What follows belongs to an exercise in optimizing a design on an open flow for small area, a short achievable clock period and few clock cycles; a production flow would make more cautious choices.
Only simulation tests tie the RTL to the original design; equivalence was not proved.
The flow treats the clock pin as an ideal source, which a real chip does not have.
Power is estimated from default activity; no workload was simulated.

==> design/flow/design.v <==
`default_nettype none
package fixed_arith_pkg;
  localparam int FIX_W  = 16;
  localparam int FRAC_W = 8;
  localparam int PROD_W = 32;  
  localparam logic [31:0] REG_OP_A      = 32'h00;
  localparam logic [31:0] REG_OP_B      = 32'h04;
  localparam logic [31:0] REG_SUM       = 32'h08;
  localparam logic [31:0] REG_PROD      = 32'h0C;
  localparam logic [31:0] REG_PROD_FULL = 32'h10;
  localparam logic [1:0] RESP_OKAY = 2'b00;
  typedef logic [FIX_W-1:0] fix_t;
  typedef struct packed {
    fix_t a;  
    fix_t b;  
  } fix_operands_t;
  typedef struct packed {
    fix_t sum;
    logic overflow;  
  } add_result_t;
  typedef struct packed {
    logic [PROD_W-1:0] full;
    fix_t              product;  
    logic              overflow;
    logic              precision_lost;
  } mul_result_t;
endpackage
`default_nettype wire
`default_nettype none
`timescale 1ns/10ps
module fixed_add_unit
(
  input  logic [fixed_arith_pkg::FIX_W-1:0] a,
  input  logic [fixed_arith_pkg::FIX_W-1:0] b,
  output fixed_arith_pkg::add_result_t      add_res
);
  assign {add_res.overflow, add_res.sum} = {1'b0, a} + {1'b0, b};
endmodule
`default_nettype wire
`default_nettype none
`timescale 1ns/10ps
module fixed_mul_unit
(
  input  logic        clk,
  input  logic [15:0] a,
  input  logic [15:0] b,
  input  logic [7:0]  bone,   
  input  logic [7:0]  btwo,   
  output logic [31:0] p,
  output logic        ovf,   
  output logic        prec   
);
  logic bo0, bt0, bn0, bp0_0, bp0_1, bp0_2, bp0_3, bp0_4, bp0_5, bp0_6;
  logic bp0_7, bp0_8, bp0_9, bp0_10, bp0_11, bp0_12, bp0_13, bp0_14, bp0_15, bp0_16;
  logic bs0, bo1, bt1, bn1, bp1_0, bp1_1, bp1_2, bp1_3, bp1_4, bp1_5;
  logic bp1_6, bp1_7, bp1_8, bp1_9, bp1_10, bp1_11, bp1_12, bp1_13, bp1_14, bp1_15;
  logic bp1_16, bs1, bo2, bt2, bn2, bp2_0, bp2_1, bp2_2, bp2_3, bp2_4;
  logic bp2_5, bp2_6, bp2_7, bp2_8, bp2_9, bp2_10, bp2_11, bp2_12, bp2_13, bp2_14;
  logic bp2_15, bp2_16, bs2, bo3, bt3, bn3, bp3_0, bp3_1, bp3_2, bp3_3;
  logic bp3_4, bp3_5, bp3_6, bp3_7, bp3_8, bp3_9, bp3_10, bp3_11, bp3_12, bp3_13;
  logic bp3_14, bp3_15, bp3_16, bs3, bo4, bt4, bn4, bp4_0, bp4_1, bp4_2;
  logic bp4_3, bp4_4, bp4_5, bp4_6, bp4_7, bp4_8, bp4_9, bp4_10, bp4_11, bp4_12;
  logic bp4_13, bp4_14, bp4_15, bp4_16, bs4, bo5, bt5, bn5, bp5_0, bp5_1;
  logic bp5_2, bp5_3, bp5_4, bp5_5, bp5_6, bp5_7, bp5_8, bp5_9, bp5_10, bp5_11;
  logic bp5_12, bp5_13, bp5_14, bp5_15, bp5_16, bs5, bo6, bt6, bn6, bp6_0;
  logic bp6_1, bp6_2, bp6_3, bp6_4, bp6_5, bp6_6, bp6_7, bp6_8, bp6_9, bp6_10;
  logic bp6_11, bp6_12, bp6_13, bp6_14, bp6_15, bp6_16, bs6, bo7, bt7, bn7;
  logic bp7_0, bp7_1, bp7_2, bp7_3, bp7_4, bp7_5, bp7_6, bp7_7, bp7_8, bp7_9;
  logic bp7_10, bp7_11, bp7_12, bp7_13, bp7_14, bp7_15, bp7_16, bs7, bp8_0, bp8_1;
  logic bp8_2, bp8_3, bp8_4, bp8_5, bp8_6, bp8_7, bp8_8, bp8_9, bp8_10, bp8_11;
  logic bp8_12, bp8_13, bp8_14, bp8_15, hs0, hc0, hs1, hc1, fs0, fc0;
  logic hs2, hc2, fs1, fc1, hs3, hc3, fs2, fc2, fs3, fc3;
  logic hs4, hc4, fs4, fc4, fs5, fc5, hs5, hc5, fs6, fc6;
  logic fs7, fc7, fs8, fc8, fs9, fc9, fs10, fc10, fs11, fc11;
  logic fs12, fc12, fs13, fc13, fs14, fc14, fs15, fc15, fs16, fc16;
  logic fs17, fc17, fs18, fc18, fs19, fc19, hs6, hc6, fs20, fc20;
  logic fs21, fc21, fs22, fc22, hs7, hc7, fs23, fc23, hs8, hc8;
  logic hs9, hc9, hs10, hc10, fs24, fc24, hs11, hc11, fs25, fc25;
  logic hs12, hc12, fs26, fc26, fs27, fc27, fs28, fc28, fs29, fc29;
  logic fs30, fc30, fs31, fc31, fs32, fc32, fs33, fc33, fs34, fc34;
  logic fs35, fc35, fs36, fc36, fs37, fc37, fs38, fc38, fs39, fc39;
  logic fs40, fc40, fs41, fc41, fs42, fc42, fs43, fc43, fs44, fc44;
  logic fs45, fc45, fs46, fc46, fs47, fc47, fs48, fc48, fs49, fc49;
  logic fs50, fc50, fs51, fc51, fs52, fc52, fs53, fc53, fs54, fc54;
  logic fs55, fc55, fs56, fc56, fs57, fc57, fs58, fc58, hs13, hc13;
  logic fs59, fc59, hs14, hc14, hs15, hc15, hs16, hc16, fs60, fc60;
  logic fs61, fc61, fs62, fc62, fs63, fc63, fs64, fc64, fs65, fc65;
  logic fs66, fc66, fs67, fc67, fs68, fc68, fs69, fc69, fs70, fc70;
  logic fs71, fc71, fs72, fc72, fs73, fc73, fs74, fc74, fs75, fc75;
  logic fs76, fc76, fs77, fc77, fs78, fc78, fs79, fc79, fs80, fc80;
  logic fs81, fc81, fs82, fc82, fs83, fc83, hs17, hc17, fs84, fc84;
  logic fs85, fc85, fs86, fc86, fs87, fc87, fs88, fc88, fs89, fc89;
  logic fs90, fc90;
  logic [31:0] r0_q;
  logic [31:0] r1_q;
  logic [31:0] r2_q;
  logic hs18, hc18, fs91, fc91, fs92, fc92, fs93, fc93, fs94, fc94;
  logic fs95, fc95, fs96, fc96, fs97, fc97, fs98, fc98, fs99, fc99;
  logic fs100, fc100, fs101, fc101, fs102, fc102, fs103, fc103, fs104, fc104;
  logic fs105, fc105, fs106, fc106, fs107, fc107, fs108, fc108, fs109, fc109;
  logic fs110, fc110, fs111, fc111, fs112, fc112;
  logic [31:0] x, y;
  assign bo0 = bone[0];
  assign bt0 = btwo[0];
  assign bn0 = b[1];
  assign bp0_0 = ((bo0 & a[0])) ^ bn0;
  assign bp0_1 = ((bo0 & a[1]) | (bt0 & a[0])) ^ bn0;
  assign bp0_2 = ((bo0 & a[2]) | (bt0 & a[1])) ^ bn0;
  assign bp0_3 = ((bo0 & a[3]) | (bt0 & a[2])) ^ bn0;
  assign bp0_4 = ((bo0 & a[4]) | (bt0 & a[3])) ^ bn0;
  assign bp0_5 = ((bo0 & a[5]) | (bt0 & a[4])) ^ bn0;
  assign bp0_6 = ((bo0 & a[6]) | (bt0 & a[5])) ^ bn0;
  assign bp0_7 = ((bo0 & a[7]) | (bt0 & a[6])) ^ bn0;
  assign bp0_8 = ((bo0 & a[8]) | (bt0 & a[7])) ^ bn0;
  assign bp0_9 = ((bo0 & a[9]) | (bt0 & a[8])) ^ bn0;
  assign bp0_10 = ((bo0 & a[10]) | (bt0 & a[9])) ^ bn0;
  assign bp0_11 = ((bo0 & a[11]) | (bt0 & a[10])) ^ bn0;
  assign bp0_12 = ((bo0 & a[12]) | (bt0 & a[11])) ^ bn0;
  assign bp0_13 = ((bo0 & a[13]) | (bt0 & a[12])) ^ bn0;
  assign bp0_14 = ((bo0 & a[14]) | (bt0 & a[13])) ^ bn0;
  assign bp0_15 = ((bo0 & a[15]) | (bt0 & a[14])) ^ bn0;
  assign bp0_16 = ((bt0 & a[15])) ^ bn0;
  assign bs0 = ~bn0;
  assign bo1 = bone[1];
  assign bt1 = btwo[1];
  assign bn1 = b[3];
  assign bp1_0 = ((bo1 & a[0])) ^ bn1;
  assign bp1_1 = ((bo1 & a[1]) | (bt1 & a[0])) ^ bn1;
  assign bp1_2 = ((bo1 & a[2]) | (bt1 & a[1])) ^ bn1;
  assign bp1_3 = ((bo1 & a[3]) | (bt1 & a[2])) ^ bn1;
  assign bp1_4 = ((bo1 & a[4]) | (bt1 & a[3])) ^ bn1;
  assign bp1_5 = ((bo1 & a[5]) | (bt1 & a[4])) ^ bn1;
  assign bp1_6 = ((bo1 & a[6]) | (bt1 & a[5])) ^ bn1;
  assign bp1_7 = ((bo1 & a[7]) | (bt1 & a[6])) ^ bn1;
  assign bp1_8 = ((bo1 & a[8]) | (bt1 & a[7])) ^ bn1;
  assign bp1_9 = ((bo1 & a[9]) | (bt1 & a[8])) ^ bn1;
  assign bp1_10 = ((bo1 & a[10]) | (bt1 & a[9])) ^ bn1;
  assign bp1_11 = ((bo1 & a[11]) | (bt1 & a[10])) ^ bn1;
  assign bp1_12 = ((bo1 & a[12]) | (bt1 & a[11])) ^ bn1;
  assign bp1_13 = ((bo1 & a[13]) | (bt1 & a[12])) ^ bn1;
  assign bp1_14 = ((bo1 & a[14]) | (bt1 & a[13])) ^ bn1;
  assign bp1_15 = ((bo1 & a[15]) | (bt1 & a[14])) ^ bn1;
  assign bp1_16 = ((bt1 & a[15])) ^ bn1;
  assign bs1 = ~bn1;
  assign bo2 = bone[2];
  assign bt2 = btwo[2];
  assign bn2 = b[5];
  assign bp2_0 = ((bo2 & a[0])) ^ bn2;
  assign bp2_1 = ((bo2 & a[1]) | (bt2 & a[0])) ^ bn2;
  assign bp2_2 = ((bo2 & a[2]) | (bt2 & a[1])) ^ bn2;
  assign bp2_3 = ((bo2 & a[3]) | (bt2 & a[2])) ^ bn2;
  assign bp2_4 = ((bo2 & a[4]) | (bt2 & a[3])) ^ bn2;
  assign bp2_5 = ((bo2 & a[5]) | (bt2 & a[4])) ^ bn2;
  assign bp2_6 = ((bo2 & a[6]) | (bt2 & a[5])) ^ bn2;
  assign bp2_7 = ((bo2 & a[7]) | (bt2 & a[6])) ^ bn2;
  assign bp2_8 = ((bo2 & a[8]) | (bt2 & a[7])) ^ bn2;
  assign bp2_9 = ((bo2 & a[9]) | (bt2 & a[8])) ^ bn2;
  assign bp2_10 = ((bo2 & a[10]) | (bt2 & a[9])) ^ bn2;
  assign bp2_11 = ((bo2 & a[11]) | (bt2 & a[10])) ^ bn2;
  assign bp2_12 = ((bo2 & a[12]) | (bt2 & a[11])) ^ bn2;
  assign bp2_13 = ((bo2 & a[13]) | (bt2 & a[12])) ^ bn2;
  assign bp2_14 = ((bo2 & a[14]) | (bt2 & a[13])) ^ bn2;
  assign bp2_15 = ((bo2 & a[15]) | (bt2 & a[14])) ^ bn2;
  assign bp2_16 = ((bt2 & a[15])) ^ bn2;
  assign bs2 = ~bn2;
  assign bo3 = bone[3];
  assign bt3 = btwo[3];
  assign bn3 = b[7];
  assign bp3_0 = ((bo3 & a[0])) ^ bn3;
  assign bp3_1 = ((bo3 & a[1]) | (bt3 & a[0])) ^ bn3;
  assign bp3_2 = ((bo3 & a[2]) | (bt3 & a[1])) ^ bn3;
  assign bp3_3 = ((bo3 & a[3]) | (bt3 & a[2])) ^ bn3;
  assign bp3_4 = ((bo3 & a[4]) | (bt3 & a[3])) ^ bn3;
  assign bp3_5 = ((bo3 & a[5]) | (bt3 & a[4])) ^ bn3;
  assign bp3_6 = ((bo3 & a[6]) | (bt3 & a[5])) ^ bn3;
  assign bp3_7 = ((bo3 & a[7]) | (bt3 & a[6])) ^ bn3;
  assign bp3_8 = ((bo3 & a[8]) | (bt3 & a[7])) ^ bn3;
  assign bp3_9 = ((bo3 & a[9]) | (bt3 & a[8])) ^ bn3;
  assign bp3_10 = ((bo3 & a[10]) | (bt3 & a[9])) ^ bn3;
  assign bp3_11 = ((bo3 & a[11]) | (bt3 & a[10])) ^ bn3;
  assign bp3_12 = ((bo3 & a[12]) | (bt3 & a[11])) ^ bn3;
  assign bp3_13 = ((bo3 & a[13]) | (bt3 & a[12])) ^ bn3;
  assign bp3_14 = ((bo3 & a[14]) | (bt3 & a[13])) ^ bn3;
  assign bp3_15 = ((bo3 & a[15]) | (bt3 & a[14])) ^ bn3;
  assign bp3_16 = ((bt3 & a[15])) ^ bn3;
  assign bs3 = ~bn3;
  assign bo4 = bone[4];
  assign bt4 = btwo[4];
  assign bn4 = b[9];
  assign bp4_0 = ((bo4 & a[0])) ^ bn4;
  assign bp4_1 = ((bo4 & a[1]) | (bt4 & a[0])) ^ bn4;
  assign bp4_2 = ((bo4 & a[2]) | (bt4 & a[1])) ^ bn4;
  assign bp4_3 = ((bo4 & a[3]) | (bt4 & a[2])) ^ bn4;
  assign bp4_4 = ((bo4 & a[4]) | (bt4 & a[3])) ^ bn4;
  assign bp4_5 = ((bo4 & a[5]) | (bt4 & a[4])) ^ bn4;
  assign bp4_6 = ((bo4 & a[6]) | (bt4 & a[5])) ^ bn4;
  assign bp4_7 = ((bo4 & a[7]) | (bt4 & a[6])) ^ bn4;
  assign bp4_8 = ((bo4 & a[8]) | (bt4 & a[7])) ^ bn4;
  assign bp4_9 = ((bo4 & a[9]) | (bt4 & a[8])) ^ bn4;
  assign bp4_10 = ((bo4 & a[10]) | (bt4 & a[9])) ^ bn4;
  assign bp4_11 = ((bo4 & a[11]) | (bt4 & a[10])) ^ bn4;
  assign bp4_12 = ((bo4 & a[12]) | (bt4 & a[11])) ^ bn4;
  assign bp4_13 = ((bo4 & a[13]) | (bt4 & a[12])) ^ bn4;
  assign bp4_14 = ((bo4 & a[14]) | (bt4 & a[13])) ^ bn4;
  assign bp4_15 = ((bo4 & a[15]) | (bt4 & a[14])) ^ bn4;
  assign bp4_16 = ((bt4 & a[15])) ^ bn4;
  assign bs4 = ~bn4;
  assign bo5 = bone[5];
  assign bt5 = btwo[5];
  assign bn5 = b[11];
  assign bp5_0 = ((bo5 & a[0])) ^ bn5;
  assign bp5_1 = ((bo5 & a[1]) | (bt5 & a[0])) ^ bn5;
  assign bp5_2 = ((bo5 & a[2]) | (bt5 & a[1])) ^ bn5;
  assign bp5_3 = ((bo5 & a[3]) | (bt5 & a[2])) ^ bn5;
  assign bp5_4 = ((bo5 & a[4]) | (bt5 & a[3])) ^ bn5;
  assign bp5_5 = ((bo5 & a[5]) | (bt5 & a[4])) ^ bn5;
  assign bp5_6 = ((bo5 & a[6]) | (bt5 & a[5])) ^ bn5;
  assign bp5_7 = ((bo5 & a[7]) | (bt5 & a[6])) ^ bn5;
  assign bp5_8 = ((bo5 & a[8]) | (bt5 & a[7])) ^ bn5;
  assign bp5_9 = ((bo5 & a[9]) | (bt5 & a[8])) ^ bn5;
  assign bp5_10 = ((bo5 & a[10]) | (bt5 & a[9])) ^ bn5;
  assign bp5_11 = ((bo5 & a[11]) | (bt5 & a[10])) ^ bn5;
  assign bp5_12 = ((bo5 & a[12]) | (bt5 & a[11])) ^ bn5;
  assign bp5_13 = ((bo5 & a[13]) | (bt5 & a[12])) ^ bn5;
  assign bp5_14 = ((bo5 & a[14]) | (bt5 & a[13])) ^ bn5;
  assign bp5_15 = ((bo5 & a[15]) | (bt5 & a[14])) ^ bn5;
  assign bp5_16 = ((bt5 & a[15])) ^ bn5;
  assign bs5 = ~bn5;
  assign bo6 = bone[6];
  assign bt6 = btwo[6];
  assign bn6 = b[13];
  assign bp6_0 = ((bo6 & a[0])) ^ bn6;
  assign bp6_1 = ((bo6 & a[1]) | (bt6 & a[0])) ^ bn6;
  assign bp6_2 = ((bo6 & a[2]) | (bt6 & a[1])) ^ bn6;
  assign bp6_3 = ((bo6 & a[3]) | (bt6 & a[2])) ^ bn6;
  assign bp6_4 = ((bo6 & a[4]) | (bt6 & a[3])) ^ bn6;
  assign bp6_5 = ((bo6 & a[5]) | (bt6 & a[4])) ^ bn6;
  assign bp6_6 = ((bo6 & a[6]) | (bt6 & a[5])) ^ bn6;
  assign bp6_7 = ((bo6 & a[7]) | (bt6 & a[6])) ^ bn6;
  assign bp6_8 = ((bo6 & a[8]) | (bt6 & a[7])) ^ bn6;
  assign bp6_9 = ((bo6 & a[9]) | (bt6 & a[8])) ^ bn6;
  assign bp6_10 = ((bo6 & a[10]) | (bt6 & a[9])) ^ bn6;
  assign bp6_11 = ((bo6 & a[11]) | (bt6 & a[10])) ^ bn6;
  assign bp6_12 = ((bo6 & a[12]) | (bt6 & a[11])) ^ bn6;
  assign bp6_13 = ((bo6 & a[13]) | (bt6 & a[12])) ^ bn6;
  assign bp6_14 = ((bo6 & a[14]) | (bt6 & a[13])) ^ bn6;
  assign bp6_15 = ((bo6 & a[15]) | (bt6 & a[14])) ^ bn6;
  assign bp6_16 = ((bt6 & a[15])) ^ bn6;
  assign bs6 = ~bn6;
  assign bo7 = bone[7];
  assign bt7 = btwo[7];
  assign bn7 = b[15];
  assign bp7_0 = ((bo7 & a[0])) ^ bn7;
  assign bp7_1 = ((bo7 & a[1]) | (bt7 & a[0])) ^ bn7;
  assign bp7_2 = ((bo7 & a[2]) | (bt7 & a[1])) ^ bn7;
  assign bp7_3 = ((bo7 & a[3]) | (bt7 & a[2])) ^ bn7;
  assign bp7_4 = ((bo7 & a[4]) | (bt7 & a[3])) ^ bn7;
  assign bp7_5 = ((bo7 & a[5]) | (bt7 & a[4])) ^ bn7;
  assign bp7_6 = ((bo7 & a[6]) | (bt7 & a[5])) ^ bn7;
  assign bp7_7 = ((bo7 & a[7]) | (bt7 & a[6])) ^ bn7;
  assign bp7_8 = ((bo7 & a[8]) | (bt7 & a[7])) ^ bn7;
  assign bp7_9 = ((bo7 & a[9]) | (bt7 & a[8])) ^ bn7;
  assign bp7_10 = ((bo7 & a[10]) | (bt7 & a[9])) ^ bn7;
  assign bp7_11 = ((bo7 & a[11]) | (bt7 & a[10])) ^ bn7;
  assign bp7_12 = ((bo7 & a[12]) | (bt7 & a[11])) ^ bn7;
  assign bp7_13 = ((bo7 & a[13]) | (bt7 & a[12])) ^ bn7;
  assign bp7_14 = ((bo7 & a[14]) | (bt7 & a[13])) ^ bn7;
  assign bp7_15 = ((bo7 & a[15]) | (bt7 & a[14])) ^ bn7;
  assign bp7_16 = ((bt7 & a[15])) ^ bn7;
  assign bs7 = ~bn7;
  assign bp8_0 = a[0] & b[15];
  assign bp8_1 = a[1] & b[15];
  assign bp8_2 = a[2] & b[15];
  assign bp8_3 = a[3] & b[15];
  assign bp8_4 = a[4] & b[15];
  assign bp8_5 = a[5] & b[15];
  assign bp8_6 = a[6] & b[15];
  assign bp8_7 = a[7] & b[15];
  assign bp8_8 = a[8] & b[15];
  assign bp8_9 = a[9] & b[15];
  assign bp8_10 = a[10] & b[15];
  assign bp8_11 = a[11] & b[15];
  assign bp8_12 = a[12] & b[15];
  assign bp8_13 = a[13] & b[15];
  assign bp8_14 = a[14] & b[15];
  assign bp8_15 = a[15] & b[15];
  assign hs0 = bn5 ^ bp0_10;
  assign hc0 = bn5 & bp0_10;
  assign hs1 = bp0_11 ^ bp1_9;
  assign hc1 = bp0_11 & bp1_9;
  fixed_fa u_fs0 (.x(bn6), .y(bp0_12), .z(bp1_10), .s(fs0), .c(fc0));
  assign hs2 = bp2_8 ^ bp3_6;
  assign hc2 = bp2_8 & bp3_6;
  fixed_fa u_fs1 (.x(bp0_13), .y(bp1_11), .z(bp2_9), .s(fs1), .c(fc1));
  assign hs3 = bp3_7 ^ bp4_5;
  assign hc3 = bp3_7 & bp4_5;
  fixed_fa u_fs2 (.x(bn7), .y(bp0_14), .z(bp1_12), .s(fs2), .c(fc2));
  fixed_fa u_fs3 (.x(bp2_10), .y(bp3_8), .z(bp4_6), .s(fs3), .c(fc3));
  assign hs4 = bp5_4 ^ bp6_2;
  assign hc4 = bp5_4 & bp6_2;
  fixed_fa u_fs4 (.x(bp0_15), .y(bp1_13), .z(bp2_11), .s(fs4), .c(fc4));
  fixed_fa u_fs5 (.x(bp3_9), .y(bp4_7), .z(bp5_5), .s(fs5), .c(fc5));
  assign hs5 = bp6_3 ^ bp7_1;
  assign hc5 = bp6_3 & bp7_1;
  fixed_fa u_fs6 (.x(bp8_0), .y(bp0_16), .z(bp1_14), .s(fs6), .c(fc6));
  fixed_fa u_fs7 (.x(bp2_12), .y(bp3_10), .z(bp4_8), .s(fs7), .c(fc7));
  fixed_fa u_fs8 (.x(bp5_6), .y(bp6_4), .z(bp7_2), .s(fs8), .c(fc8));
  fixed_fa u_fs9 (.x(bn0), .y(bp8_1), .z(bp1_15), .s(fs9), .c(fc9));
  fixed_fa u_fs10 (.x(bp2_13), .y(bp3_11), .z(bp4_9), .s(fs10), .c(fc10));
  fixed_fa u_fs11 (.x(bp5_7), .y(bp6_5), .z(bp7_3), .s(fs11), .c(fc11));
  fixed_fa u_fs12 (.x(bn0), .y(bp8_2), .z(bp1_16), .s(fs12), .c(fc12));
  fixed_fa u_fs13 (.x(bp2_14), .y(bp3_12), .z(bp4_10), .s(fs13), .c(fc13));
  fixed_fa u_fs14 (.x(bp5_8), .y(bp6_6), .z(bp7_4), .s(fs14), .c(fc14));
  fixed_fa u_fs15 (.x(bs0), .y(bs1), .z(bp8_3), .s(fs15), .c(fc15));
  fixed_fa u_fs16 (.x(bp2_15), .y(bp3_13), .z(bp4_11), .s(fs16), .c(fc16));
  fixed_fa u_fs17 (.x(bp5_9), .y(bp6_7), .z(bp7_5), .s(fs17), .c(fc17));
  fixed_fa u_fs18 (.x(1'b1), .y(bp8_4), .z(bp2_16), .s(fs18), .c(fc18));
  fixed_fa u_fs19 (.x(bp3_14), .y(bp4_12), .z(bp5_10), .s(fs19), .c(fc19));
  assign hs6 = bp6_8 ^ bp7_6;
  assign hc6 = bp6_8 & bp7_6;
  fixed_fa u_fs20 (.x(bs2), .y(bp8_5), .z(bp3_15), .s(fs20), .c(fc20));
  fixed_fa u_fs21 (.x(bp4_13), .y(bp5_11), .z(bp6_9), .s(fs21), .c(fc21));
  fixed_fa u_fs22 (.x(1'b1), .y(bp8_6), .z(bp3_16), .s(fs22), .c(fc22));
  assign hs7 = bp4_14 ^ bp5_12;
  assign hc7 = bp4_14 & bp5_12;
  fixed_fa u_fs23 (.x(bs3), .y(bp8_7), .z(bp4_15), .s(fs23), .c(fc23));
  assign hs8 = 1'b1 ^ bp8_8;
  assign hc8 = 1'b1 & bp8_8;
  assign hs9 = bn3 ^ bp0_6;
  assign hc9 = bn3 & bp0_6;
  assign hs10 = bp0_7 ^ bp1_5;
  assign hc10 = bp0_7 & bp1_5;
  fixed_fa u_fs24 (.x(bn4), .y(bp0_8), .z(bp1_6), .s(fs24), .c(fc24));
  assign hs11 = bp2_4 ^ bp3_2;
  assign hc11 = bp2_4 & bp3_2;
  fixed_fa u_fs25 (.x(bp0_9), .y(bp1_7), .z(bp2_5), .s(fs25), .c(fc25));
  assign hs12 = bp3_3 ^ bp4_1;
  assign hc12 = bp3_3 & bp4_1;
  fixed_fa u_fs26 (.x(bp1_8), .y(bp2_6), .z(bp3_4), .s(fs26), .c(fc26));
  fixed_fa u_fs27 (.x(bp4_2), .y(bp5_0), .z(hs0), .s(fs27), .c(fc27));
  fixed_fa u_fs28 (.x(bp2_7), .y(bp3_5), .z(bp4_3), .s(fs28), .c(fc28));
  fixed_fa u_fs29 (.x(bp5_1), .y(hc0), .z(hs1), .s(fs29), .c(fc29));
  fixed_fa u_fs30 (.x(bp4_4), .y(bp5_2), .z(bp6_0), .s(fs30), .c(fc30));
  fixed_fa u_fs31 (.x(hc1), .y(hs2), .z(fs0), .s(fs31), .c(fc31));
  fixed_fa u_fs32 (.x(bp5_3), .y(bp6_1), .z(hc2), .s(fs32), .c(fc32));
  fixed_fa u_fs33 (.x(hs3), .y(fc0), .z(fs1), .s(fs33), .c(fc33));
  fixed_fa u_fs34 (.x(bp7_0), .y(hc3), .z(hs4), .s(fs34), .c(fc34));
  fixed_fa u_fs35 (.x(fc1), .y(fs2), .z(fs3), .s(fs35), .c(fc35));
  fixed_fa u_fs36 (.x(hc4), .y(hs5), .z(fc2), .s(fs36), .c(fc36));
  fixed_fa u_fs37 (.x(fc3), .y(fs4), .z(fs5), .s(fs37), .c(fc37));
  fixed_fa u_fs38 (.x(hc5), .y(fc4), .z(fc5), .s(fs38), .c(fc38));
  fixed_fa u_fs39 (.x(fs6), .y(fs7), .z(fs8), .s(fs39), .c(fc39));
  fixed_fa u_fs40 (.x(fc6), .y(fc7), .z(fc8), .s(fs40), .c(fc40));
  fixed_fa u_fs41 (.x(fs9), .y(fs10), .z(fs11), .s(fs41), .c(fc41));
  fixed_fa u_fs42 (.x(fc9), .y(fc10), .z(fc11), .s(fs42), .c(fc42));
  fixed_fa u_fs43 (.x(fs12), .y(fs13), .z(fs14), .s(fs43), .c(fc43));
  fixed_fa u_fs44 (.x(fs15), .y(fc12), .z(fc13), .s(fs44), .c(fc44));
  fixed_fa u_fs45 (.x(fc14), .y(fs16), .z(fs17), .s(fs45), .c(fc45));
  fixed_fa u_fs46 (.x(fc15), .y(hs6), .z(fc16), .s(fs46), .c(fc46));
  fixed_fa u_fs47 (.x(fc17), .y(fs18), .z(fs19), .s(fs47), .c(fc47));
  fixed_fa u_fs48 (.x(bp7_7), .y(hc6), .z(fc18), .s(fs48), .c(fc48));
  fixed_fa u_fs49 (.x(fc19), .y(fs20), .z(fs21), .s(fs49), .c(fc49));
  fixed_fa u_fs50 (.x(bp6_10), .y(bp7_8), .z(hs7), .s(fs50), .c(fc50));
  fixed_fa u_fs51 (.x(fc20), .y(fc21), .z(fs22), .s(fs51), .c(fc51));
  fixed_fa u_fs52 (.x(bp5_13), .y(bp6_11), .z(bp7_9), .s(fs52), .c(fc52));
  fixed_fa u_fs53 (.x(hc7), .y(fc22), .z(fs23), .s(fs53), .c(fc53));
  fixed_fa u_fs54 (.x(hs8), .y(bp4_16), .z(bp5_14), .s(fs54), .c(fc54));
  fixed_fa u_fs55 (.x(bp6_12), .y(bp7_10), .z(fc23), .s(fs55), .c(fc55));
  fixed_fa u_fs56 (.x(bs4), .y(bp8_9), .z(hc8), .s(fs56), .c(fc56));
  fixed_fa u_fs57 (.x(bp5_15), .y(bp6_13), .z(bp7_11), .s(fs57), .c(fc57));
  fixed_fa u_fs58 (.x(1'b1), .y(bp8_10), .z(bp5_16), .s(fs58), .c(fc58));
  assign hs13 = bp6_14 ^ bp7_12;
  assign hc13 = bp6_14 & bp7_12;
  fixed_fa u_fs59 (.x(bs5), .y(bp8_11), .z(bp6_15), .s(fs59), .c(fc59));
  assign hs14 = 1'b1 ^ bp8_12;
  assign hc14 = 1'b1 & bp8_12;
  assign hs15 = bn2 ^ bp0_4;
  assign hc15 = bn2 & bp0_4;
  assign hs16 = bp0_5 ^ bp1_3;
  assign hc16 = bp0_5 & bp1_3;
  fixed_fa u_fs60 (.x(bp1_4), .y(bp2_2), .z(bp3_0), .s(fs60), .c(fc60));
  fixed_fa u_fs61 (.x(bp2_3), .y(bp3_1), .z(hc9), .s(fs61), .c(fc61));
  fixed_fa u_fs62 (.x(bp4_0), .y(hc10), .z(hs11), .s(fs62), .c(fc62));
  fixed_fa u_fs63 (.x(hc11), .y(hs12), .z(fc24), .s(fs63), .c(fc63));
  fixed_fa u_fs64 (.x(hc12), .y(fc25), .z(fs26), .s(fs64), .c(fc64));
  fixed_fa u_fs65 (.x(fc26), .y(fs28), .z(fc27), .s(fs65), .c(fc65));
  fixed_fa u_fs66 (.x(fc28), .y(fs30), .z(fc29), .s(fs66), .c(fc66));
  fixed_fa u_fs67 (.x(fc30), .y(fs32), .z(fc31), .s(fs67), .c(fc67));
  fixed_fa u_fs68 (.x(fc32), .y(fs34), .z(fc33), .s(fs68), .c(fc68));
  fixed_fa u_fs69 (.x(fc34), .y(fc35), .z(fs36), .s(fs69), .c(fc69));
  fixed_fa u_fs70 (.x(fc36), .y(fc37), .z(fs38), .s(fs70), .c(fc70));
  fixed_fa u_fs71 (.x(fc38), .y(fc39), .z(fs40), .s(fs71), .c(fc71));
  fixed_fa u_fs72 (.x(fc40), .y(fc41), .z(fs42), .s(fs72), .c(fc72));
  fixed_fa u_fs73 (.x(fc42), .y(fc43), .z(fs44), .s(fs73), .c(fc73));
  fixed_fa u_fs74 (.x(fc44), .y(fc45), .z(fs46), .s(fs74), .c(fc74));
  fixed_fa u_fs75 (.x(fc46), .y(fc47), .z(fs48), .s(fs75), .c(fc75));
  fixed_fa u_fs76 (.x(fs50), .y(fc48), .z(fc49), .s(fs76), .c(fc76));
  fixed_fa u_fs77 (.x(fs52), .y(fc50), .z(fc51), .s(fs77), .c(fc77));
  fixed_fa u_fs78 (.x(fc52), .y(fs54), .z(fc53), .s(fs78), .c(fc78));
  fixed_fa u_fs79 (.x(fs56), .y(fc54), .z(fs57), .s(fs79), .c(fc79));
  fixed_fa u_fs80 (.x(fc56), .y(hs13), .z(fc57), .s(fs80), .c(fc80));
  fixed_fa u_fs81 (.x(bp7_13), .y(hc13), .z(fc58), .s(fs81), .c(fc81));
  fixed_fa u_fs82 (.x(hs14), .y(bp6_16), .z(bp7_14), .s(fs82), .c(fc82));
  fixed_fa u_fs83 (.x(bs6), .y(bp8_13), .z(hc14), .s(fs83), .c(fc83));
  assign hs17 = 1'b1 ^ bp8_14;
  assign hc17 = 1'b1 & bp8_14;
  fixed_fa u_fs84 (.x(bn1), .y(bp0_2), .z(bp1_0), .s(fs84), .c(fc84));
  fixed_fa u_fs85 (.x(fs58), .y(fc79), .z(fs80), .s(fs85), .c(fc85));
  fixed_fa u_fs86 (.x(fs59), .y(fc80), .z(fs81), .s(fs86), .c(fc86));
  fixed_fa u_fs87 (.x(fc59), .y(fs82), .z(fc81), .s(fs87), .c(fc87));
  fixed_fa u_fs88 (.x(bp7_15), .y(fs83), .z(fc82), .s(fs88), .c(fc88));
  fixed_fa u_fs89 (.x(hs17), .y(bp7_16), .z(fc83), .s(fs89), .c(fc89));
  fixed_fa u_fs90 (.x(bs7), .y(bp8_15), .z(hc17), .s(fs90), .c(fc90));
  always_ff @(posedge clk)
  begin
    r0_q[0] <= bn0;
    r1_q[0] <= bp0_0;
    r0_q[1] <= bp0_1;
    r0_q[2] <= fs84;
    r0_q[3] <= bp0_3;
    r1_q[3] <= bp1_1;
    r2_q[3] <= fc84;
    r0_q[4] <= bp1_2;
    r1_q[4] <= bp2_0;
    r2_q[4] <= hs15;
    r0_q[5] <= bp2_1;
    r1_q[5] <= hc15;
    r2_q[5] <= hs16;
    r0_q[6] <= hc16;
    r1_q[6] <= hs9;
    r2_q[6] <= fs60;
    r0_q[7] <= hs10;
    r1_q[7] <= fc60;
    r2_q[7] <= fs61;
    r0_q[8] <= fs24;
    r1_q[8] <= fc61;
    r2_q[8] <= fs62;
    r0_q[9] <= fs25;
    r1_q[9] <= fc62;
    r2_q[9] <= fs63;
    r0_q[10] <= fs27;
    r1_q[10] <= fc63;
    r2_q[10] <= fs64;
    r0_q[11] <= fs29;
    r1_q[11] <= fc64;
    r2_q[11] <= fs65;
    r0_q[12] <= fs31;
    r1_q[12] <= fc65;
    r2_q[12] <= fs66;
    r0_q[13] <= fs33;
    r1_q[13] <= fc66;
    r2_q[13] <= fs67;
    r0_q[14] <= fs35;
    r1_q[14] <= fc67;
    r2_q[14] <= fs68;
    r0_q[15] <= fs37;
    r1_q[15] <= fc68;
    r2_q[15] <= fs69;
    r0_q[16] <= fs39;
    r1_q[16] <= fc69;
    r2_q[16] <= fs70;
    r0_q[17] <= fs41;
    r1_q[17] <= fc70;
    r2_q[17] <= fs71;
    r0_q[18] <= fs43;
    r1_q[18] <= fc71;
    r2_q[18] <= fs72;
    r0_q[19] <= fs45;
    r1_q[19] <= fc72;
    r2_q[19] <= fs73;
    r0_q[20] <= fs47;
    r1_q[20] <= fc73;
    r2_q[20] <= fs74;
    r0_q[21] <= fs49;
    r1_q[21] <= fc74;
    r2_q[21] <= fs75;
    r0_q[22] <= fs51;
    r1_q[22] <= fc75;
    r2_q[22] <= fs76;
    r0_q[23] <= fs53;
    r1_q[23] <= fc76;
    r2_q[23] <= fs77;
    r0_q[24] <= fs55;
    r1_q[24] <= fc77;
    r2_q[24] <= fs78;
    r0_q[25] <= fc55;
    r1_q[25] <= fs79;
    r2_q[25] <= fc78;
    r0_q[26] <= fs85;
    r0_q[27] <= fc85;
    r1_q[27] <= fs86;
    r0_q[28] <= fc86;
    r1_q[28] <= fs87;
    r0_q[29] <= fs88;
    r1_q[29] <= fc87;
    r0_q[30] <= fs89;
    r1_q[30] <= fc88;
    r0_q[31] <= fs90;
    r1_q[31] <= fc89;
  end
  assign r1_q[1] = 1'b0;
  assign r1_q[2] = 1'b0;
  assign r1_q[26] = 1'b0;
  assign r2_q[0] = 1'b0;
  assign r2_q[1] = 1'b0;
  assign r2_q[2] = 1'b0;
  assign r2_q[26] = 1'b0;
  assign r2_q[27] = 1'b0;
  assign r2_q[28] = 1'b0;
  assign r2_q[29] = 1'b0;
  assign r2_q[30] = 1'b0;
  assign r2_q[31] = 1'b0;
  assign hs18 = r0_q[3] ^ r1_q[3];
  assign hc18 = r0_q[3] & r1_q[3];
  fixed_fa u_fs91 (.x(r0_q[4]), .y(r1_q[4]), .z(r2_q[4]), .s(fs91), .c(fc91));
  fixed_fa u_fs92 (.x(r0_q[5]), .y(r1_q[5]), .z(r2_q[5]), .s(fs92), .c(fc92));
  fixed_fa u_fs93 (.x(r0_q[6]), .y(r1_q[6]), .z(r2_q[6]), .s(fs93), .c(fc93));
  fixed_fa u_fs94 (.x(r0_q[7]), .y(r1_q[7]), .z(r2_q[7]), .s(fs94), .c(fc94));
  fixed_fa u_fs95 (.x(r0_q[8]), .y(r1_q[8]), .z(r2_q[8]), .s(fs95), .c(fc95));
  fixed_fa u_fs96 (.x(r0_q[9]), .y(r1_q[9]), .z(r2_q[9]), .s(fs96), .c(fc96));
  fixed_fa u_fs97 (.x(r0_q[10]), .y(r1_q[10]), .z(r2_q[10]), .s(fs97), .c(fc97));
  fixed_fa u_fs98 (.x(r0_q[11]), .y(r1_q[11]), .z(r2_q[11]), .s(fs98), .c(fc98));
  fixed_fa u_fs99 (.x(r0_q[12]), .y(r1_q[12]), .z(r2_q[12]), .s(fs99), .c(fc99));
  fixed_fa u_fs100 (.x(r0_q[13]), .y(r1_q[13]), .z(r2_q[13]), .s(fs100), .c(fc100));
  fixed_fa u_fs101 (.x(r0_q[14]), .y(r1_q[14]), .z(r2_q[14]), .s(fs101), .c(fc101));
  fixed_fa u_fs102 (.x(r0_q[15]), .y(r1_q[15]), .z(r2_q[15]), .s(fs102), .c(fc102));
  fixed_fa u_fs103 (.x(r0_q[16]), .y(r1_q[16]), .z(r2_q[16]), .s(fs103), .c(fc103));
  fixed_fa u_fs104 (.x(r0_q[17]), .y(r1_q[17]), .z(r2_q[17]), .s(fs104), .c(fc104));
  fixed_fa u_fs105 (.x(r0_q[18]), .y(r1_q[18]), .z(r2_q[18]), .s(fs105), .c(fc105));
  fixed_fa u_fs106 (.x(r0_q[19]), .y(r1_q[19]), .z(r2_q[19]), .s(fs106), .c(fc106));
  fixed_fa u_fs107 (.x(r0_q[20]), .y(r1_q[20]), .z(r2_q[20]), .s(fs107), .c(fc107));
  fixed_fa u_fs108 (.x(r0_q[21]), .y(r1_q[21]), .z(r2_q[21]), .s(fs108), .c(fc108));
  fixed_fa u_fs109 (.x(r0_q[22]), .y(r1_q[22]), .z(r2_q[22]), .s(fs109), .c(fc109));
  fixed_fa u_fs110 (.x(r0_q[23]), .y(r1_q[23]), .z(r2_q[23]), .s(fs110), .c(fc110));
  fixed_fa u_fs111 (.x(r0_q[24]), .y(r1_q[24]), .z(r2_q[24]), .s(fs111), .c(fc111));
  fixed_fa u_fs112 (.x(r0_q[25]), .y(r1_q[25]), .z(r2_q[25]), .s(fs112), .c(fc112));
  assign x[0] = r0_q[0];
  assign y[0] = r1_q[0];
  assign x[1] = r0_q[1];
  assign y[1] = 1'b0;
  assign x[2] = r0_q[2];
  assign y[2] = 1'b0;
  assign x[3] = r2_q[3];
  assign y[3] = hs18;
  assign x[4] = hc18;
  assign y[4] = fs91;
  assign x[5] = fc91;
  assign y[5] = fs92;
  assign x[6] = fc92;
  assign y[6] = fs93;
  assign x[7] = fc93;
  assign y[7] = fs94;
  assign x[8] = fc94;
  assign y[8] = fs95;
  assign x[9] = fc95;
  assign y[9] = fs96;
  assign x[10] = fc96;
  assign y[10] = fs97;
  assign x[11] = fc97;
  assign y[11] = fs98;
  assign x[12] = fc98;
  assign y[12] = fs99;
  assign x[13] = fc99;
  assign y[13] = fs100;
  assign x[14] = fc100;
  assign y[14] = fs101;
  assign x[15] = fc101;
  assign y[15] = fs102;
  assign x[16] = fc102;
  assign y[16] = fs103;
  assign x[17] = fc103;
  assign y[17] = fs104;
  assign x[18] = fc104;
  assign y[18] = fs105;
  assign x[19] = fc105;
  assign y[19] = fs106;
  assign x[20] = fc106;
  assign y[20] = fs107;
  assign x[21] = fc107;
  assign y[21] = fs108;
  assign x[22] = fc108;
  assign y[22] = fs109;
  assign x[23] = fc109;
  assign y[23] = fs110;
  assign x[24] = fc110;
  assign y[24] = fs111;
  assign x[25] = fc111;
  assign y[25] = fs112;
  assign x[26] = r0_q[26];
  assign y[26] = fc112;
  assign x[27] = r0_q[27];
  assign y[27] = r1_q[27];
  assign x[28] = r0_q[28];
  assign y[28] = r1_q[28];
  assign x[29] = r0_q[29];
  assign y[29] = r1_q[29];
  assign x[30] = r0_q[30];
  assign y[30] = r1_q[30];
  assign x[31] = r0_q[31];
  assign y[31] = r1_q[31];
  logic [7:0]  z;
  assign p = x + y;
  assign z[0] = p[24];
  assign z[7:1] = (x[31:25] ^ y[31:25]) ^ (x[30:24] | y[30:24]);
  assign ovf  = |z;
  assign prec = |p[7:0];
endmodule
`default_nettype wire
`default_nettype none
module fixed_fa
(
  input  logic x,
  input  logic y,
  input  logic z,
  output logic s,
  output logic c
);
  assign s = x ^ y ^ z;
  assign c = (x & y) | (x & z) | (y & z);
endmodule
`default_nettype wire
`default_nettype none
`timescale 1ns/10ps
module axil_fixed_regs
#(
  parameter int ADDR_W = 5
)
(
  input  logic              clk,
  input  logic              rst_n,
  input  logic [ADDR_W-1:0] awaddr,
  input  logic              awvalid,
  output logic              awready,
  input  logic [31:0]       wdata,
  input  logic [3:0]        wstrb,
  input  logic              wvalid,
  output logic              wready,
  output logic [1:0]        bresp,
  output logic              bvalid,
  input  logic              bready,
  input  logic [ADDR_W-1:0] araddr,
  input  logic              arvalid,
  output logic              arready,
  output logic [31:0]       rdata,
  output logic [1:0]        rresp,
  output logic              rvalid,
  input  logic              rready,
  output fixed_arith_pkg::fix_operands_t operands,
  output logic [7:0]        b_one,      
  output logic [7:0]        b_two,      
  input  fixed_arith_pkg::add_result_t   add_res,
  input  logic [fixed_arith_pkg::PROD_W-1:0] prod,
  input  logic              prod_ovf,   
  input  logic              prod_prec   
);
  logic        wr_fire;
  logic        wr_op_a;
  logic        wr_op_b;
  logic        wr_op_q;
  logic        wr_b_lo;
  logic        wr_b_hi;
  logic [15:0] b_next;
  logic [16:0] bw;        
  logic [16:0] bn;        
  logic [7:0]  one_w;
  logic [7:0]  two_w;
  logic        one_n4;
  logic        two_n4;
  logic        rd_fire;
  logic [31:0] rd_map;
  assign awready = ~bvalid;
  assign wready  = ~bvalid;
  assign wr_fire = awvalid & wvalid & ~bvalid;
  assign wr_op_a = wr_fire & (awaddr[ADDR_W-1:2] == fixed_arith_pkg::REG_OP_A[ADDR_W-1:2]);
  assign wr_op_b = wr_fire & (awaddr[ADDR_W-1:2] == fixed_arith_pkg::REG_OP_B[ADDR_W-1:2]);
  assign bresp   = fixed_arith_pkg::RESP_OKAY;
  assign wr_b_lo = wr_op_b & wstrb[0];
  assign wr_b_hi = wr_op_b & wstrb[1];
  assign b_next  = {wr_b_hi ? wdata[15:8] : operands.b[15:8], wr_b_lo ? wdata[7:0] : operands.b[7:0]};
  assign bw      = {wdata[15:0], 1'b0};
  assign bn      = {b_next, 1'b0};
  always_comb
  begin
    for (int k = 0; k < 8; k++)
    begin
      one_w[k] = bw[2*k+1] ^ bw[2*k];
      two_w[k] = bw[2*k+2] ? ~(bw[2*k+1] | bw[2*k]) : (bw[2*k+1] & bw[2*k]);
    end
  end
  assign one_n4 = bn[9] ^ bn[8];
  assign two_n4 = bn[10] ? ~(bn[9] | bn[8]) : (bn[9] & bn[8]);
  always_ff @(posedge clk or negedge rst_n)
  begin
    if (!rst_n)
    begin
      bvalid   <= 1'b0;
      wr_op_q  <= 1'b0;
      operands <= '0;
      b_one    <= '0;
      b_two    <= '0;
    end
    else
    begin
      if (wr_fire)
        bvalid <= 1'b1;
      else if (bready)
        bvalid <= 1'b0;
      wr_op_q <= wr_op_a | wr_op_b;
      if (wr_op_a & wstrb[0]) operands.a[7:0]  <= wdata[7:0];
      if (wr_op_a & wstrb[1]) operands.a[15:8] <= wdata[15:8];
      if (wr_op_b & wstrb[0]) operands.b[7:0]  <= wdata[7:0];
      if (wr_op_b & wstrb[1]) operands.b[15:8] <= wdata[15:8];
      if (wr_b_lo)
      begin
        b_one[3:0] <= one_w[3:0];
        b_two[3:0] <= two_w[3:0];
      end
      if (wr_b_hi)
      begin
        b_one[7:5] <= one_w[7:5];
        b_two[7:5] <= two_w[7:5];
      end
      if (wr_b_lo | wr_b_hi)
      begin
        b_one[4] <= one_n4;
        b_two[4] <= two_n4;
      end
    end
  end
  assign arready = ~rvalid & ~wr_op_q;
  assign rd_fire = arvalid & arready;
  assign rresp   = fixed_arith_pkg::RESP_OKAY;
  always_comb
  begin
    case (araddr[ADDR_W-1:2])
      3'd2:    rd_map = {15'd0, add_res.overflow, add_res.sum};
      3'd3:    rd_map = {14'd0, prod_prec, prod_ovf, prod[23:8]};
      3'd4:    rd_map = prod;
      default: rd_map = 32'd0;  
    endcase
  end
  always_ff @(posedge clk or negedge rst_n)
  begin
    if (!rst_n)
      rvalid <= 1'b0;
    else if (rd_fire)
      rvalid <= 1'b1;
    else if (rready)
      rvalid <= 1'b0;
  end
  always_ff @(posedge clk)
  begin
    if (!rvalid)
      rdata <= rd_map;
  end
endmodule
`default_nettype wire
`default_nettype none
`timescale 1ns/10ps
module fixed_arith_top
#(
  parameter int ADDR_W = 5
)
(
  input  logic              clk,
  input  logic              rst_n,
  input  logic [ADDR_W-1:0] awaddr,
  input  logic              awvalid,
  output logic              awready,
  input  logic [31:0]       wdata,
  input  logic [3:0]        wstrb,
  input  logic              wvalid,
  output logic              wready,
  output logic [1:0]        bresp,
  output logic              bvalid,
  input  logic              bready,
  input  logic [ADDR_W-1:0] araddr,
  input  logic              arvalid,
  output logic              arready,
  output logic [31:0]       rdata,
  output logic [1:0]        rresp,
  output logic              rvalid,
  input  logic              rready
);
  fixed_arith_pkg::fix_operands_t     operands;
  fixed_arith_pkg::add_result_t       add_res;
  logic [fixed_arith_pkg::PROD_W-1:0] prod;
  logic                               prod_ovf;
  logic [7:0]                         b_one;
  logic [7:0]                         b_two;
  logic                               prod_prec;
  axil_fixed_regs #(
    .ADDR_W (ADDR_W)
  ) u_regs (
    .clk       (clk),
    .rst_n     (rst_n),
    .awaddr    (awaddr),
    .awvalid   (awvalid),
    .awready   (awready),
    .wdata     (wdata),
    .wstrb     (wstrb),
    .wvalid    (wvalid),
    .wready    (wready),
    .bresp     (bresp),
    .bvalid    (bvalid),
    .bready    (bready),
    .araddr    (araddr),
    .arvalid   (arvalid),
    .arready   (arready),
    .rdata     (rdata),
    .rresp     (rresp),
    .rvalid    (rvalid),
    .rready    (rready),
    .operands  (operands),
    .b_one     (b_one),
    .b_two     (b_two),
    .add_res   (add_res),
    .prod      (prod),
    .prod_ovf  (prod_ovf),
    .prod_prec (prod_prec)
  );
  fixed_add_unit u_add (
    .a       (operands.a),
    .b       (operands.b),
    .add_res (add_res)
  );
  fixed_mul_unit u_mul (
    .clk (clk),
    .a   (operands.a),
    .b    (operands.b),
    .bone (b_one),
    .btwo (b_two),
    .p    (prod),
    .ovf  (prod_ovf),
    .prec (prod_prec)
  );
endmodule
`default_nettype wire
==> design/flow/flow/run.sh <==
#!/bin/bash
# The standard layout, with the smallest plain buffer on each port in
# place of the delay buffer ORFS's buffer_ports picks by default.
set -o pipefail
bash standard.sh BUFFER_PORTS_ARGS="-buffer_cell sky130_fd_sc_hd__buf_1" finish > standard.log 2>&1
==> design/flow/standard.sh <==
#!/bin/bash
# synth_recipe.tcl (not shown) runs the flow's synth.tcl, then flattens the netlist and writes it again
# the make line also repeats each setting of config.mk as NAME=value (left out here)
make -C /OpenROAD-flow-scripts/flow DESIGN_CONFIG=/design/flow/config.mk WORK_HOME=/design/flow/orfs CLKGATE_MAP_FILE= SYNTH_SCRIPT=/design/flow/synth_recipe.tcl "${@:-finish}"
==> design/flow/config.mk <==
export PLATFORM = sky130hd
export DESIGN_NAME = fixed_arith_top
export DESIGN_NICKNAME = fixed_arith_top
export VERILOG_FILES = /design/flow/design.v
export SDC_FILE = /design/flow/constraint.sdc
export NUM_CORES = 4
export LEC_CHECK = 0
export CAP_MARGIN = 20
export CORE_MARGIN = 2
export CORE_UTILIZATION = 65
export SETUP_SLACK_MARGIN = 2.5
export SLEW_MARGIN = 20
export SYNTH_HIERARCHICAL = 1
export SYNTH_MINIMUM_KEEP_SIZE = 0
==> design/flow/constraint.sdc <==
create_clock -name core_clock -period 5.5 [get_ports {clk}]
set_input_delay 1.1000 -clock core_clock [delete_from_list [all_inputs] [get_ports {clk}]]
set_output_delay 1.1000 -clock core_clock [all_outputs]
set_load 0.01 [all_outputs]
==> results.ini, run 1 <==
[run_status]
status=timing/DRC/antenna clean

[sta]
worst_pin_slew_ns=0.7872
post-route-period-util_pct=54.47
rsz0062_at_grt=yes
fmax_mhz=333.8
hold_violations=0
layout_min_cycle_time_ns=2.996
finalMaxSlewViolations=0
fin_ws_ns=2.504
slew-limit-headroom_pct=47.52
setup_violations=0
fin_tns_setup_ns=0
finClkSkew_ns=0.01108

[worst_setup_path]
worstSetupPathType=reg -> reg
cp_max_fo=6
worstSetupStartpointType=flip-flop
end_kind=flip-flop
cp.required_ns=5.66
arrival_ns=3.16

[clocking]
cts_buffer_depth=2
cts_tree=done
root_buffer=clkbuf_16
htree_num_levels=4
clock_sinks=166
cts_buffers=17
clock_latency_ns=0.44
clk_pin_slew_ns=0.07

[routing]
met1Wirelength_mm=14.64
drtIter0Drc=998
num_vias=9890
top_layer_used=met4
via_per_inst=6.263
dr_wl_met3_mm=2.594
wirelength_mm=33.24
wl_met2_mm=15.33
ant_nets=0
routedWlPerCell_um=21.05
route.detailed.drc=0
first_pass_iters=6

[global_routing]
first_global_vias=9876
overflow=0
antenna_found_initial=0
grt_pass1_wl_mm=53.22
grt_usage_pct=31.36
grt_max_degree=51

[synthesis]
synth_area_per_cell_sq_um=10.32
yosysSeqAreaShare_pct=29.11
synth_area_sq_mm=0.01338
synth_seq_cells=166
synth_ff_type=dfxtp_1
synth_top_area_share_pct=17.06
yosys_warnings=20
async_reset_ff_share_pct=30.12
yosysUniqueCellTypes=78
yosysTopAreaCell=fa_1
synth.area.top_cells=fa_1 (17%), dfxtp_1 (13%), xnor2_1 (10%)
synth_edf_count=32
synthCells=1296

[layout]
nets=1544
antennaDiodeCount=0
utilization_pct=71.99
syn_to_final_growth_pct=8.906
fin_cells=1579
fillers=1489
layout-drive-gt1-share_pct=12.83

[place]
dp_hpwl_mm=22.72
placedCellCount=1535
place_ws_ns=2.175
gp_congestion=0.9052
io_buffers=67

[die]
start_util_pct=66.10
num_rows=52
die_x_um=147.5
die_area_sq_mm=0.02174
coreArea_sq_mm=0.02023
dieHeight_um=147.5
ioPinCount=94

[job]
cap_violations=0

[min_path]
holdCritPathClass=reg -> reg

[power_and_ir_drop]
powerDensity_mw_per_mm2=700.0
worst_ir_drop_vdd_uv=339.7
power_leakage_nw=5.958

synth_stat cells (all sizes together), types with 4 or more instances:
library cell and count:
xnor2 157, a22oi 120, fa 114, nand2 96
dfxtp 84, clkbuf 83, ha 81, o21ai 61
inv 53, dfrtp 50, a21oi 39, buf 35
and2 32, edfxtp 32, mux2i 25, mux2 24
xor2 23, nor2 21, a21o 16, o211ai 12
nand3 11, nand4 11, and3 10, nor4 10
a211oi 9, a31oi 7, nor3 7, o21bai 6
o31ai 6, a221oi 5, nor2b 5, nand2b 4
o21a 4, o221ai 4, or2 4
per-layer routing:
layer  vias up  global-route usage (%)
met2       468                   48.27
met5         -                       0
met1      4843                   45.49
li1       4515                       -
met3        64                   5.802
met4         0                   9.904
kinds of logic after synthesis:
group	synth area share [%]
AO/OA/AOI/OAI	16.67
XOR/XNOR	11.79
adder cells (fa/ha/maj)	24.64
buffers and inverters	5.257
flip-flops	29.11
multiplexers	3.891
other	0.05615
AND/OR/NAND/NOR	8.588
worst paths after layout:
kind / startpoint / to / slack [ns] / cells after the start
min reg2reg: u_regs.wr_op_q$_DFF_PN0_ / u_regs.rvalid$_DFFE_PN0P_ / 0.56 / 3
max: u_mul.r1_q[8]$_DFF_P_ / u_regs.rdata[12]$_DFFE_PN_ / 2.50 / 10
max reg2reg: u_mul.r1_q[8]$_DFF_P_ / u_regs.rdata[12]$_DFFE_PN_ / 2.50 / 10
min in group asynchronous: rst_n / u_regs.b_two[7]$_DFFE_PN0P_ / 0.74 / 2
max in group asynchronous: rst_n / u_regs.operands[18]$_DFFE_PN0P_ / 4.28 / 2
min: u_regs.wr_op_q$_DFF_PN0_ / u_regs.rvalid$_DFFE_PN0P_ / 0.56 / 3
Yosys stat by module, one instance, submodules excluded, a selection:
module / area [sq um] / copies in the design
fixed_add_unit: 855.8 / 1
fixed_fa: 20.02 / 113
fixed_mul_unit: 6548 / 1
where the power goes:
group	switching [mW]	internal (mW)	leakage, nW
Combinational	3.81	2.90	4.01
Clock	0.542	0.682	0.284
Sequential	0.497	1.76	1.67
Total	4.85	5.34	5.96
stage by stage:
| step | hold slack, ns | total power, mW | area (sq um) |
|---|---|---|---|
| floorplan | 0.4454 | 6.587 | 13390 |
| global placement | 0.5243 | 8.069 | 13600 |
| detailed placement | 0.5273 | 8.183 | 13600 |
| CTS | 0.5556 | 9.574 | 14290 |
| global route | 0.5917 | 10.94 | 14570 |
| finish | 0.5552 | 10.20 | 14570 |
cell type report:
type | count | area [sq um] | area share [%]
timing repair buffer | 94 | 459.2 | 3.152
multi-input combinational | 964 | 9061 | 62.21
clock buffer | 18 | 429.2 | 2.946
sequential | 166 | 3918 | 26.89
tap | 270 | 337.8 | 2.319
clock inverter | 14 | 162.7 | 1.117
inverter | 53 | 198.9 | 1.366
cells in the final DEF (no fill, tap or decap), types with 16 or more instances in the layout:
cell type	n
mux2i_1	24
o21ai_0	47
a21oi_1	32
and2_1	30
dfrtp_1	32
buf_1	66
inv_1	53
nor2_1	21
buf_4	26
ha_1	62
edfxtp_1	32
clkbuf_16	17
nand2_1	96
dfxtp_1	83
xor2_1	23
xnor2_1	155
mux2_2	24
dfrtp_2	18
fa_1	113
a22oi_1	120
a21o_1	16
flip-flops by register name (all words and copies together), names as in the netlist:
signal	count
u_regs.rdata	32
u_regs.operands	31
u_mul.r2_q	23
u_mul.r1_q	29
u_regs.rvalid	1
u_regs.b_two	8
u_regs.b_one	8
u_mul.r0_q	32
u_regs.bvalid	1
u_regs.wr_op_q	1
what timing repair did:
action | 4_1_cts | 5_1_grt
resized for setup | 15 | 59
buffers inserted | 6 | 6
endpoints found under the setup margin | 11 | 33
pin swaps | 6 | 23
hold buffers | 0 | 0
critical path, stage by stage (launching register included):
cell,delay (ns)
dfxtp_1,0.32
fa_1,0.56
ha_2,0.31
and3_1,0.21
a221oi_4,0.39
o211ai_4,0.15
a21oi_2,0.22
o21bai_1,0.10
xor2_1,0.17
mux2i_1,0.20
o21ai_1,0.09
Testbench counts, summed over its fixed seeds: cycles 7,706.
==> run 2, diff against run 1 <==
==> design/flow/flow/run.sh (replaced) <==
#!/bin/bash
# The standard layout with two changes:
#  - the smallest plain buffer on each port, in place of the delay buffer
#    ORFS's buffer_ports picks by default;
#  - after CTS, useful clock skew between the multiplier's pipeline stages
#    (flow/skew.tcl): the operand registers get their clock early and the
#    rdata registers late. Then the standard flow goes on from global routing.
set -euo pipefail
here=$(pwd)
res=$here/orfs/results/sky130hd/fixed_arith_top/base
bufs="BUFFER_PORTS_ARGS=-buffer_cell sky130_fd_sc_hd__buf_1"
source flow/skew.env
bash standard.sh "$bufs" SETUP_SLACK_MARGIN=$MARGIN_CTS cts > standard_cts.log 2>&1
cp $res/4_cts.odb $here/4_cts_noskew.odb
ODB_IN=$here/4_cts_noskew.odb SDC_IN=$res/4_cts.sdc ODB_OUT=$res/4_cts.odb \
  openroad -no_init -exit flow/skew.tcl > skew.log 2>&1
rm -f $here/4_cts_noskew.odb
bash standard.sh "$bufs" SETUP_SLACK_MARGIN=$MARGIN_ROUTE finish > standard_finish.log 2>&1
==> design/flow/flow/skew.env (new file) <==
# settings of flow/run.sh and flow/skew.tcl
export MARGIN_CTS=2.5
export MARGIN_ROUTE=2.8
export LATE_PAT="u_regs.rdata*"
export LATE_BUF=sky130_fd_sc_hd__clkbuf_4
export LATE_CHAIN=2
export LATE_MAXG=8
export EARLY_PAT="u_regs.operands* u_regs.b_one* u_regs.b_two*"
export EARLY_BUF=sky130_fd_sc_hd__clkbuf_16
export EARLY_N=2
export CLK_NET=clk
==> design/flow/flow/skew.tcl (new file) <==
set plat $::env(FLOW_HOME)/platforms/sky130hd
read_lef $plat/lef/sky130_fd_sc_hd.tlef
read_lef $plat/lef/sky130_fd_sc_hd_merged.lef
read_liberty $plat/lib/sky130_fd_sc_hd__tt_025C_1v80.lib
read_db $::env(ODB_IN)
read_sdc $::env(SDC_IN)
source $plat/setRC.tcl
set_propagated_clock [all_clocks]
estimate_parasitics -placement
puts "=== before"
report_worst_slack -max
report_worst_slack -min
report_checks -path_delay max -format end -group_path_count 6

set db [ord::get_db]
set block [ord::get_db_block]

proc by_x {a b} { expr {[lindex [$a getLocation] 0] - [lindex [$b getLocation] 0]} }

proc centroid {insts} {
  set sx 0; set sy 0
  foreach i $insts { set loc [$i getLocation]; set sx [expr {$sx + [lindex $loc 0]}]; set sy [expr {$sy + [lindex $loc 1]}] }
  return [list [expr {$sx / [llength $insts]}] [expr {$sy / [llength $insts]}]]
}

proc matches {name pats} {
  foreach p $pats { if {[string match $p $name]} { return 1 } }
  return 0
}

proc regs_matching {block pats} {
  set out {}
  foreach inst [$block getInsts] {
    if {![matches [$inst getName] $pats]} { continue }
    set it [$inst findITerm CLK]
    if {$it == "NULL" || $it == ""} { continue }
    lappend out $inst
  }
  return $out
}

proc add_buf {block master name drvnet x y} {
  set buf [odb::dbInst_create $block $master $name]
  $buf setLocation $x $y
  $buf setPlacementStatus PLACED
  set net [odb::dbNet_create $block "${name}_clk"]
  $net setSigType CLOCK
  [$buf findITerm A] connect $drvnet
  [$buf findITerm X] connect $net
  return $net
}

proc move_clk {insts net} {
  foreach i $insts {
    set it [$i findITerm CLK]
    $it disconnect
    $it connect $net
  }
}

# late registers, grouped by the CTS leaf net that clocks them
set late_master [$db findMaster $::env(LATE_BUF)]
array set groups {}
foreach inst [regs_matching $block $::env(LATE_PAT)] {
  lappend groups([[[$inst findITerm CLK] getNet] getName]) $inst
}
set k 0
foreach netname [lsort [array names groups]] {
  set oldnet [$block findNet $netname]
  set all [lsort -command by_x $groups($netname)]
  set ng [expr {int(ceil(double([llength $all]) / $::env(LATE_MAXG)))}]
  set per [expr {int(ceil(double([llength $all]) / $ng))}]
  for {set g 0} {$g < $ng} {incr g} {
    set insts [lrange $all [expr {$g * $per}] [expr {($g + 1) * $per - 1}]]
    lassign [centroid $insts] x y
    set drv $oldnet
    for {set c 0} {$c < $::env(LATE_CHAIN)} {incr c} {
      set drv [add_buf $block $late_master "skew_late_${k}_$c" $drv $x $y]
    }
    move_clk $insts $drv
    puts "late group $k: [llength $insts] registers from $netname"
    incr k
  }
}

# early registers, split by position among EARLY_N buffers on the port's net
set early [lsort -command by_x [regs_matching $block $::env(EARLY_PAT)]]
set clknet [$block findNet $::env(CLK_NET)]
set n $::env(EARLY_N)
set per [expr {int(ceil(double([llength $early]) / $n))}]
for {set g 0} {$g < $n} {incr g} {
  set grp [lrange $early [expr {$g * $per}] [expr {($g + 1) * $per - 1}]]
  if {[llength $grp] == 0} { continue }
  lassign [centroid $grp] x y
  set net [add_buf $block [$db findMaster $::env(EARLY_BUF)] "skew_early_$g" $clknet $x $y]
  move_clk $grp $net
  puts "early group $g: [llength $grp] registers"
}

global_connect
detailed_placement
check_placement
estimate_parasitics -placement
puts "=== after"
report_worst_slack -max
report_worst_slack -min
report_checks -path_delay max -format end -group_path_count 6
report_clock_skew
write_db $::env(ODB_OUT)
==> run 2 against run 1 <==
Still clean on timing, DRC and antenna. Maximum frequency grew 7.9%. Largest power group unchanged. Critical endpoint is now u_regs.rdata[16]$_DFFE_PN_. Clock skew rose by 0.53 ns. Area after synthesis did not move. Sequential power hardly changed. Count of clock-buffer cells in the layout stayed put. Sequential share of layout area fell by 0.31 points.
==> results.ini, run 2 <==
[run_status]
status=timing/DRC/antenna clean

[synthesis]
synth_top_area_share_pct=17.06  ; unchanged
async_reset_ff_share_pct=30.12  ; unchanged
yosys-top-cells-count=xnor2_1 (157), a22oi_1 (120), fa_1 (114)
yosysUniqueCellTypes=78  ; unchanged
synth_top_family_by_area=adder cells
synth_area_per_cell_sq_um=10.32  ; unchanged
yosysSeqAreaShare_pct=29.11  ; unchanged
synthMuxAreaShare_pct=3.891  ; unchanged
synth.area.top_cells=fa_1 (17%), dfxtp_1 (13%), xnor2_1 (10%)
synth_ff_type=dfxtp_1
yosysMostFrequentCell=xnor2_1
synth-xor-area-share_pct=11.79  ; unchanged
synthAdderAreaFrac_pct=24.64  ; unchanged
synthCells=1296  ; unchanged
synth_seq_cells=166  ; unchanged
yosysTopAreaCell=fa_1
synth_compound_area_share_pct=16.67  ; unchanged

[place]
placedCellCount=1535  ; unchanged
dp_hpwl_mm=22.72  ; unchanged
place_ws_ns=2.175  ; unchanged
gp_congestion=0.9052  ; unchanged

[min_path]
holdCritPathClass=reg -> reg
min_delay_path_depth=0  ; -3

[worst_setup_path]
worstSetupStartpointType=flip-flop
cp_slowest_cell=fa_1
cp_max_fo=7  ; +1
crit_chain=fa_1 -> ha_1 -> nand2_1 -> o21ai_0 -> a21oi_1 -> o221ai_2 -> mux2i_2 -> mux2i_1 -> o21ai_2
crit_path_max_incr_delay_ns=0.47  ; -0.09 ns
worstSetupPathType=reg -> reg

[power_and_ir_drop]
p_seq_share_pct=21.5  ; -0.6 points
worst_ir_drop_vdd_uv=439.2  ; +29%
power.share.switching_pct=47.06  ; -0.53 points
power_leakage_nw=6.058  ; +1.7%
combinationalPowerShare_pct=65.2  ; -0.7 points
switchingPower_mw=4.948  ; +2.0%

[layout]
design_area_sq_mm=0.01474  ; +1.2%
syn_to_final_growth_pct=10.22
utilization_pct=72.86  ; +0.87 points
antennaDiodeCount=0  ; unchanged
top_regs=u_mul.r0_q (32), u_regs.rdata (32), u_regs.operands (31)
mostFrequentLayoutCells=xnor2_1 (154), a22oi_1 (120), fa_1 (113), nand2_1 (94), dfxtp_1 (83)

[job]
cap_violations=0  ; unchanged

[clocking]
cts_buffers=17  ; unchanged
cts_tree=done
cts_buffer_depth=2  ; unchanged
clock_sinks=166  ; unchanged
clock_latency_ns=0.69  ; +0.25 ns
clk_pin_slew_ns=0.09  ; +0.02 ns

[routing]
routedWlPerCell_um=20.96  ; -0.44%
ant_nets=0  ; unchanged
first_pass_iters=6  ; unchanged
num_vias=10010  ; +1.3%
route.detailed.drc=0  ; unchanged

[sta]
fin_tns_setup_ns=0  ; unchanged
finClkSkew_ns=0.5395  ; +0.5284 ns
post-route-period-util_pct=50.46  ; -4.0 points
hold_ws_ns=0.4238  ; -0.1315 ns
layout_min_cycle_time_ns=2.775  ; -0.2206 ns
rsz0062_at_grt=yes
slew-limit-headroom_pct=48.34  ; +0.82 points

[global_routing]
grt_usage_pct=31.74  ; +0.38 points
first_global_vias=10010  ; +1.4%
grt_max_degree=51  ; unchanged
antenna_found_initial=0  ; unchanged
overflow=0  ; unchanged

[die]
die_x_um=147.5  ; unchanged
ioPinCount=94  ; unchanged
dieHeight_um=147.5  ; unchanged
start_util_pct=66.10  ; unchanged
num_rows=52  ; unchanged

==> run 2: layer usage <==
metal / vias up / routed length, um / global-route usage, %
met5: - / 0 / 0
met4: 0 / 746 / 11.68
met3: 68 / 2606 / 5.648
met2: 479 / 15410 / 48.93
met1: 4915 / 14620 / 45.42
li1: 4552 / - / -
==> run 2: power by group through the flow <==
stage                     Clock, mW  Sequential [mW]  Combinational [mW]
after floorplan                   0             2.01                4.58
after global placement            0             2.25                5.82
after detailed placement          0             2.26                5.92
after CTS                      1.24             2.23                6.10
after global routing           1.49             2.30                7.47
final                          1.41             2.26                6.85
==> run 2: final cells by class <==
| class | instances | area (sq um) |
|---|---|---|
| multi-input cells | 964 | 9089 |
| fillers | 1468 | 5492 |
| flip-flops and latches | 166 | 3919 |
| repair buffers | 94 | 466.7 |
| clock buffers | 18 | 429.2 |
| well taps | 270 | 337.8 |
| inverters | 53 | 198.9 |
| clock inverters | 14 | 162.7 |
| plain buffers | 14 | 140.1 |
==> run 2: Yosys stat by module, one instance, submodules excluded, a selection <==
module | flops+latches | copies in the design | area [sq um]
fixed_mul_unit | 84 | 1 | 6548
fixed_fa | 0 | 113 | 20.02
fixed_add_unit | 0 | 1 | 855.8
==> run 2: worst max-delay path: cells and delay by family (launching register included) <==
kind	cells	cell delay (ns)
flops	1	0.32
compound gates	4	1.03
fa+ha+maj	2	0.93
mux	2	0.45
simple gates	1	0.13
==> run 2: logic make-up (layout without fill, tap and decap cells) <==
logic type,after synthesis,count (layout)
adder cells (fa/ha/maj),195,195
buffers and inverters,171,193
other,2,7
flip-flops,166,166
AO/OA/AOI/OAI,310,310
multiplexers,49,49
AND/OR/NAND/NOR,223,223
XOR/XNOR,180,180
==> run 2: final timing paths <==
kind                                           startpoint                          end  slack (ns)
setup / recovery                   u_mul.r1_q[14]$_DFF_P_   u_regs.rdata[16]$_DFFE_PN_        2.72
hold / removal             u_regs.operands[1]$_DFFE_PN0N_        u_mul.r0_q[0]$_DFF_P_        0.42
setup reg to reg                   u_mul.r1_q[14]$_DFF_P_   u_regs.rdata[16]$_DFFE_PN_        2.72
hold reg to reg            u_regs.operands[1]$_DFFE_PN0N_        u_mul.r0_q[0]$_DFF_P_        0.42
max in group asynchronous                           rst_n  u_regs.b_one[1]$_DFFE_PN0N_        4.01
min in group asynchronous                           rst_n    u_regs.rvalid$_DFFE_PN0P_        0.82
==> run 2: repair_timing <==
action                     in CTS  in global routing
pin swaps                       6                 25
resized for setup              15                 66
setup endpoints to repair      11                 46
buffers inserted                6                  6
hold endpoints to repair        0                  0

Setup slack of run 2, layout unchanged: 2.725 ns with ideal ports, 2.725 ns with driving cells assumed (clock clkbuf_16, inputs buf_2), 2.549 ns with port delays also shifted by the 0.497 ns mid clock arrival. Its clock arrivals span 0.227 to 0.767 ns, so the last figure is rough.
